Context: an optimization exercise on an open-source flow, tuned for small area. The choices shown serve that exercise and are no tape-out recipe. Only simulation tests tie the RTL to the original design; equivalence was not proved.

==> 11-28 <==
## bm_noise_out
module bm_noise_out #(
   parameter int DEPTH = 8,
   parameter int AW    = 3
) (
   input  logic          clk,
   input  logic          rst_n,
   input  logic          in_valid,
   output logic          in_ready,
   input  logic [16:0]   f,
   input  logic [15:0]   g0,
   input  logic [15:0]   g1,
   output logic          out_valid,
   input  logic          out_ready,
   output logic [15:0]   out_data,
   output logic          out_idx,
   output logic [AW:0]   fifo_level
);
export LEC_CHECK = 0
export CAP_MARGIN = 20
export CORE_MARGIN = 2
export CORE_UTILIZATION = 40
export CTS_BUF_LIST = sky130_fd_sc_hd__clkbuf_8
export CTS_CLUSTER_DIAMETER = 60
export CTS_CLUSTER_SIZE = 18
export SLEW_MARGIN = 20
export SYNTH_HIERARCHICAL = 1
export SYNTH_MINIMUM_KEEP_SIZE = 0
create_clock -name core_clock -period 8.0 [get_ports {clk}]
standard.sh (not shown) runs the stock make flow with config.mk's settings and CLKGATE_MAP_FILE= SYNTH_SCRIPT=/design/flow/synth_recipe.tcl, a recipe that flattens the netlist after the stock synthesis.
==> flow/flow/run.sh <==
#!/bin/bash
# The standard layout (the standard.sh: standard synthesis, then ORFS
# floorplan to finish) with some placement/CTS choices changed:
#  - port buffers use the smallest buffer cell (every port still gets one);
#  - clock tree synthesis adds no dummy loads (same buffers and clustering
#    as config.mk asks for);
#  - after synthesis, the resizer may insert only the small buffers.
set -euo pipefail
bash standard.sh synth > synth.log 2>&1
export BUFFER_PORTS_ARGS="-buffer_cell sky130_fd_sc_hd__buf_1"
export CTS_ARGS="-sink_clustering_enable -repair_clock_nets -dont_use_dummy_load -buf_list sky130_fd_sc_hd__clkbuf_8 -sink_clustering_size 18 -sink_clustering_max_diameter 60"
export DONT_USE_CELLS="sky130_fd_sc_hd__buf_4 sky130_fd_sc_hd__buf_6 sky130_fd_sc_hd__buf_8 sky130_fd_sc_hd__buf_12 sky130_fd_sc_hd__buf_16"
bash standard.sh > standard.log 2>&1
==> 04-02 (differences from 11-28) <==
--- a/flow/design.v
+++ b/flow/design.v
@@ -15,45 +15,50 @@
    output logic          out_idx,
    output logic [AW:0]   fifo_level
 );
    logic               init_reg;
    logic               s0_valid_reg;
    logic               s1_valid_reg;
    logic               s2_valid_reg;
    logic [AW-1:0]      wr_ptr_reg;
-   logic [AW-1:0]      rd_ptr_reg;
+   logic [DEPTH-1:0]   slot_sel_reg;
    logic [AW:0]        level_reg;
    logic               half_reg;
    logic [16:0]        mem_f  [0:DEPTH-1];
    logic [15:0]        mem_g0 [0:DEPTH-1];
    logic [15:0]        mem_g1 [0:DEPTH-1];
    logic               accept;
    logic               push;
    logic               pop;
    logic [AW+1:0]      occupancy;
-   logic [AW-1:0]      mul_slot;
    logic               mul_hi;
    logic [16:0]        mul_f;
    logic [15:0]        mul_g;
    logic [15:0]        mul_x;
    logic [15:0]        out_reg;
    assign occupancy = (AW+2)'(level_reg) + (AW+2)'(s0_valid_reg)
                     + (AW+2)'(s1_valid_reg) + (AW+2)'(s2_valid_reg);
    assign in_ready   = init_reg && (occupancy <= (AW+2)'(DEPTH - 1));
    assign accept     = in_valid && in_ready;
    assign push       = s2_valid_reg;
    assign out_valid  = (level_reg != '0);
    assign pop        = out_valid && out_ready && half_reg;
    assign out_idx    = half_reg;
    assign fifo_level = level_reg;
-   assign mul_slot = rd_ptr_reg + AW'(half_reg);
    assign mul_hi   = out_valid && !half_reg;
-   assign mul_f    = mem_f[mul_slot];
-   assign mul_g    = mul_hi ? mem_g1[mul_slot] : mem_g0[mul_slot];
+   always_comb begin
+      mul_f = '0;
+      mul_g = '0;
+      for (int k = 0; k < DEPTH; k++) begin
+         mul_f = mul_f | ({17{slot_sel_reg[k]}} & mem_f[k]);
+         mul_g = mul_g | ({16{slot_sel_reg[k] && !mul_hi}} & mem_g0[k])
+                       | ({16{slot_sel_reg[k] &&  mul_hi}} & mem_g1[k]);
+      end
+   end
    logic p1, p2, p3, p4, p5, p6, p7, p8, p9, p10, p11, p12;
    logic p13, p14, p15, p16, p17, p18, p19, p20, p21, p22, p23, p24;
    logic p25, p26, p27, p28, p29, p30, p31, p32, p33, p34, p35, p36;
    logic p37, p38, p39, p40, p41, p42, p43, p44, p45, p46, p47, p48;
    logic p49, p50, p51, p52, p53, p54, p55, p56, p57, p58, p59, p60;
    logic p61, p62, p63, p64, p65, p66, p67, p68, p69, p70, p71, p72;
    logic p73, p74, p75, p76, p77, p78, p79, p80, p81, p82, p83, p84;
    logic p85, p86, p87, p88, p89, p90, p91, p92, p93, p94, p95, p96;
@@ -621,36 +626,55 @@
    bm_fa u_s713 (.x(c600), .y(s657), .z(c656), .s(s713), .c(c714));
    bm_fa u_s715 (.x(s607), .y(c658), .z(s659), .s(s715), .c(c716));
    bm_fa u_s717 (.x(c608), .y(s661), .z(c660), .s(s717), .c(c718));
    bm_fa u_s719 (.x(c610), .y(s663), .z(c662), .s(s719), .c(c720));
    bm_fa u_s721 (.x(p256), .y(p271), .z(c664), .s(s721), .c(c722));
    logic [32:0] ra, rb, sum;
    assign ra = {1'b0, c722, c720, c718, c716, c714, c712, c710, c708, c706, c704, c702, c700, c698, c696, c694, c692, c690, c688, c686, c684, c682, c680, c678, c676, c674, c672, c670, c668, c666, s665, p2, p1};
    assign rb = {1'b1, p272, s721, s719, s717, s715, s713, s711, s709, s707, s705, s703, s701, s699, s697, s695, s693, s691, s689, s687, s685, s683, s681, s679, s677, s675, s673, s671, s669, s667, p33, p17, 1'b1};
-   assign sum = ra + rb + 33'd1;
+   logic [14:0] rc;
+   assign rc[0] = 1'b1;
+   assign rc[1] = (ra[0] & rb[0]) | (ra[0] & rc[0]) | (rb[0] & rc[0]);
+   assign rc[2] = (ra[1] & rb[1]) | (ra[1] & rc[1]) | (rb[1] & rc[1]);
+   assign rc[3] = (ra[2] & rb[2]) | (ra[2] & rc[2]) | (rb[2] & rc[2]);
+   assign rc[4] = (ra[3] & rb[3]) | (ra[3] & rc[3]) | (rb[3] & rc[3]);
+   assign rc[5] = (ra[4] & rb[4]) | (ra[4] & rc[4]) | (rb[4] & rc[4]);
+   assign rc[6] = (ra[5] & rb[5]) | (ra[5] & rc[5]) | (rb[5] & rc[5]);
+   assign rc[7] = (ra[6] & rb[6]) | (ra[6] & rc[6]) | (rb[6] & rc[6]);
+   assign rc[8] = (ra[7] & rb[7]) | (ra[7] & rc[7]) | (rb[7] & rc[7]);
+   assign rc[9] = (ra[8] & rb[8]) | (ra[8] & rc[8]) | (rb[8] & rc[8]);
+   assign rc[10] = (ra[9] & rb[9]) | (ra[9] & rc[9]) | (rb[9] & rc[9]);
+   assign rc[11] = (ra[10] & rb[10]) | (ra[10] & rc[10]) | (rb[10] & rc[10]);
+   assign rc[12] = (ra[11] & rb[11]) | (ra[11] & rc[11]) | (rb[11] & rc[11]);
+   assign rc[13] = (ra[12] & rb[12]) | (ra[12] & rc[12]) | (rb[12] & rc[12]);
+   assign rc[14] = (ra[13] & rb[13]) | (ra[13] & rc[13]) | (rb[13] & rc[13]);
+   logic [18:0] hi;
+   assign hi = ra[32:14] + rb[32:14] + 19'(rc[14]);
+   assign sum = {hi, 14'(0)};
    assign mul_x = ~sum[32:17];
    assign out_data = out_valid ? out_reg : 16'h0000;
    always_ff @(posedge clk or negedge rst_n) begin
       if (!rst_n) begin
          init_reg     <= 1'b0;
          s0_valid_reg <= 1'b0;
          s1_valid_reg <= 1'b0;
          s2_valid_reg <= 1'b0;
          wr_ptr_reg   <= '0;
-         rd_ptr_reg   <= '0;
+         slot_sel_reg <= DEPTH'(1);
          level_reg    <= '0;
          half_reg     <= 1'b0;
       end else begin
          init_reg     <= 1'b1;
          s0_valid_reg <= accept;
          s1_valid_reg <= s0_valid_reg;
          s2_valid_reg <= s1_valid_reg;
          if (accept) wr_ptr_reg <= wr_ptr_reg + AW'(1);
-         if (pop)    rd_ptr_reg <= rd_ptr_reg + AW'(1);
+         if (out_valid && out_ready && !half_reg)
+            slot_sel_reg <= {slot_sel_reg[DEPTH-2:0], slot_sel_reg[DEPTH-1]};
          level_reg <= level_reg + (AW+1)'(push) - (AW+1)'(pop);
          if (out_valid && out_ready) half_reg <= ~half_reg;
       end
    end
    always_ff @(posedge clk) begin
       if (!out_valid || out_ready) out_reg <= mul_x;
    end
    always_ff @(posedge clk) begin
==> flow/flow/run.sh (replaced) <==
#!/bin/bash
# The standard layout (the standard.sh: standard synthesis, then ORFS
# floorplan to finish) with two placement/CTS choices changed:
#  - port buffers use the smallest buffer cell (every port still gets one);
#  - clock tree synthesis adds no dummy loads (same buffers and clustering
#    as config.mk asks for).
set -euo pipefail
export BUFFER_PORTS_ARGS="-buffer_cell sky130_fd_sc_hd__buf_1"
export CTS_ARGS="-sink_clustering_enable -repair_clock_nets -dont_use_dummy_load -buf_list sky130_fd_sc_hd__clkbuf_8 -sink_clustering_size 18 -sink_clustering_max_diameter 60"
bash standard.sh > standard.log 2>&1
==> 05-04 (differences from 11-28) <==
--- a/flow/design.v
+++ b/flow/design.v
@@ -15,45 +15,43 @@
    output logic          out_idx,
    output logic [AW:0]   fifo_level
 );
    logic               init_reg;
    logic               s0_valid_reg;
    logic               s1_valid_reg;
    logic               s2_valid_reg;
    logic [AW-1:0]      wr_ptr_reg;
-   logic [AW-1:0]      rd_ptr_reg;
+   logic [AW-1:0]      slot_reg;
    logic [AW:0]        level_reg;
    logic               half_reg;
    logic [16:0]        mem_f  [0:DEPTH-1];
    logic [15:0]        mem_g0 [0:DEPTH-1];
    logic [15:0]        mem_g1 [0:DEPTH-1];
    logic               accept;
    logic               push;
    logic               pop;
    logic [AW+1:0]      occupancy;
-   logic [AW-1:0]      mul_slot;
    logic               mul_hi;
    logic [16:0]        mul_f;
    logic [15:0]        mul_g;
    logic [15:0]        mul_x;
    logic [15:0]        out_reg;
    assign occupancy = (AW+2)'(level_reg) + (AW+2)'(s0_valid_reg)
                     + (AW+2)'(s1_valid_reg) + (AW+2)'(s2_valid_reg);
    assign in_ready   = init_reg && (occupancy <= (AW+2)'(DEPTH - 1));
    assign accept     = in_valid && in_ready;
    assign push       = s2_valid_reg;
    assign out_valid  = (level_reg != '0);
    assign pop        = out_valid && out_ready && half_reg;
    assign out_idx    = half_reg;
    assign fifo_level = level_reg;
-   assign mul_slot = rd_ptr_reg + AW'(half_reg);
    assign mul_hi   = out_valid && !half_reg;
-   assign mul_f    = mem_f[mul_slot];
-   assign mul_g    = mul_hi ? mem_g1[mul_slot] : mem_g0[mul_slot];
+   assign mul_f    = mem_f[slot_reg];
+   assign mul_g    = mul_hi ? mem_g1[slot_reg] : mem_g0[slot_reg];
    logic p1, p2, p3, p4, p5, p6, p7, p8, p9, p10, p11, p12;
    logic p13, p14, p15, p16, p17, p18, p19, p20, p21, p22, p23, p24;
    logic p25, p26, p27, p28, p29, p30, p31, p32, p33, p34, p35, p36;
    logic p37, p38, p39, p40, p41, p42, p43, p44, p45, p46, p47, p48;
    logic p49, p50, p51, p52, p53, p54, p55, p56, p57, p58, p59, p60;
    logic p61, p62, p63, p64, p65, p66, p67, p68, p69, p70, p71, p72;
    logic p73, p74, p75, p76, p77, p78, p79, p80, p81, p82, p83, p84;
    logic p85, p86, p87, p88, p89, p90, p91, p92, p93, p94, p95, p96;
@@ -621,36 +619,54 @@
    bm_fa u_s713 (.x(c600), .y(s657), .z(c656), .s(s713), .c(c714));
    bm_fa u_s715 (.x(s607), .y(c658), .z(s659), .s(s715), .c(c716));
    bm_fa u_s717 (.x(c608), .y(s661), .z(c660), .s(s717), .c(c718));
    bm_fa u_s719 (.x(c610), .y(s663), .z(c662), .s(s719), .c(c720));
    bm_fa u_s721 (.x(p256), .y(p271), .z(c664), .s(s721), .c(c722));
    logic [32:0] ra, rb, sum;
    assign ra = {1'b0, c722, c720, c718, c716, c714, c712, c710, c708, c706, c704, c702, c700, c698, c696, c694, c692, c690, c688, c686, c684, c682, c680, c678, c676, c674, c672, c670, c668, c666, s665, p2, p1};
    assign rb = {1'b1, p272, s721, s719, s717, s715, s713, s711, s709, s707, s705, s703, s701, s699, s697, s695, s693, s691, s689, s687, s685, s683, s681, s679, s677, s675, s673, s671, s669, s667, p33, p17, 1'b1};
-   assign sum = ra + rb + 33'd1;
+   logic [14:0] rc;
+   assign rc[0] = 1'b1;
+   assign rc[1] = (ra[0] & rb[0]) | (ra[0] & rc[0]) | (rb[0] & rc[0]);
+   assign rc[2] = (ra[1] & rb[1]) | (ra[1] & rc[1]) | (rb[1] & rc[1]);
+   assign rc[3] = (ra[2] & rb[2]) | (ra[2] & rc[2]) | (rb[2] & rc[2]);
+   assign rc[4] = (ra[3] & rb[3]) | (ra[3] & rc[3]) | (rb[3] & rc[3]);
+   assign rc[5] = (ra[4] & rb[4]) | (ra[4] & rc[4]) | (rb[4] & rc[4]);
+   assign rc[6] = (ra[5] & rb[5]) | (ra[5] & rc[5]) | (rb[5] & rc[5]);
+   assign rc[7] = (ra[6] & rb[6]) | (ra[6] & rc[6]) | (rb[6] & rc[6]);
+   assign rc[8] = (ra[7] & rb[7]) | (ra[7] & rc[7]) | (rb[7] & rc[7]);
+   assign rc[9] = (ra[8] & rb[8]) | (ra[8] & rc[8]) | (rb[8] & rc[8]);
+   assign rc[10] = (ra[9] & rb[9]) | (ra[9] & rc[9]) | (rb[9] & rc[9]);
+   assign rc[11] = (ra[10] & rb[10]) | (ra[10] & rc[10]) | (rb[10] & rc[10]);
+   assign rc[12] = (ra[11] & rb[11]) | (ra[11] & rc[11]) | (rb[11] & rc[11]);
+   assign rc[13] = (ra[12] & rb[12]) | (ra[12] & rc[12]) | (rb[12] & rc[12]);
+   assign rc[14] = (ra[13] & rb[13]) | (ra[13] & rc[13]) | (rb[13] & rc[13]);
+   logic [18:0] hi;
+   assign hi = ra[32:14] + rb[32:14] + 19'(rc[14]);
+   assign sum = {hi, 14'(0)};
    assign mul_x = ~sum[32:17];
    assign out_data = out_valid ? out_reg : 16'h0000;
    always_ff @(posedge clk or negedge rst_n) begin
       if (!rst_n) begin
          init_reg     <= 1'b0;
          s0_valid_reg <= 1'b0;
          s1_valid_reg <= 1'b0;
          s2_valid_reg <= 1'b0;
          wr_ptr_reg   <= '0;
-         rd_ptr_reg   <= '0;
+         slot_reg     <= '0;
          level_reg    <= '0;
          half_reg     <= 1'b0;
       end else begin
          init_reg     <= 1'b1;
          s0_valid_reg <= accept;
          s1_valid_reg <= s0_valid_reg;
          s2_valid_reg <= s1_valid_reg;
          if (accept) wr_ptr_reg <= wr_ptr_reg + AW'(1);
-         if (pop)    rd_ptr_reg <= rd_ptr_reg + AW'(1);
+         if (out_valid && out_ready && !half_reg) slot_reg <= slot_reg + AW'(1);
          level_reg <= level_reg + (AW+1)'(push) - (AW+1)'(pop);
          if (out_valid && out_ready) half_reg <= ~half_reg;
       end
    end
    always_ff @(posedge clk) begin
       if (!out_valid || out_ready) out_reg <= mul_x;
    end
    always_ff @(posedge clk) begin
==> flow/flow/run.sh (replaced) <==
#!/bin/bash
# The standard layout (the standard.sh: standard synthesis, then ORFS
# floorplan to finish) with two placement/CTS choices changed:
#  - port buffers use the smallest buffer cell (every port still gets one);
#  - clock tree synthesis adds no dummy loads (same buffers and clustering
#    as config.mk asks for).
set -euo pipefail
export BUFFER_PORTS_ARGS="-buffer_cell sky130_fd_sc_hd__buf_1"
export CTS_ARGS="-sink_clustering_enable -repair_clock_nets -dont_use_dummy_load -buf_list sky130_fd_sc_hd__clkbuf_8 -sink_clustering_size 18 -sink_clustering_max_diameter 60"
bash standard.sh > standard.log 2>&1
==> notes.md <==
run status - timing/DRC/antenna clean
die area - 58,000 µm²
Compound-Gate Fraction of Synth Area - 8.84%
Synth Register Bits - 428
post-route design area - 24,500 µm²
drt initial violations - 1,263
[end of results for 04-02]
==> notes.md <==
run status - timing/DRC/antenna clean
Hold EP - s2_valid_reg
area grow syn2layout - 8.22%
top cell category - flip-flops and latches
Crit. path cell count - 19
via count - 11,900
Compound-Gate Fraction of Synth Area - 1.93%
post-route design area - 24,700 µm²
Synth Register Bits - 423
[end of results for 05-04]
==> notes.md <==
post-route design area - 25,100 µm²
die area - 60,000 µm²
drt initial violations - 871
largest family of logic cells by synthesized area - adder cells
Compound-Gate Fraction of Synth Area - 2.87%
Post-Place Cells - 2,254
run status - timing/DRC/antenna clean
# Taps - 765
Die Y-Extent - 245 µm
[end of results for 11-28]

-- what the ideal ports hide --
How much do the figures lean on ideal ports? The routed layouts below were timed once more, with nothing changed but the port constraints.
Step 1, drivers: a clkbuf_16 drives clk and a buf_2 each remaining input, both assumed.
Step 2 also shifts input and output timing later by t, the mid clock arrival at the registers, as if the neighbouring blocks saw the same clock.
Slacks: no drivers / after step 1 / after step 2; pairs: no drivers / after step 1.
run	t (ns)	setup slack, ns	worst data-port slew with drivers (ns)
11-28	0.648	0.375 / 0.375 / 0.375	0.08
04-02	0.672	0.410 / 0.410 / 0.410	0.13
05-04	0.649	0.584 / 0.584 / 0.584	0.12
After both steps setup and hold are still met in every run listed.
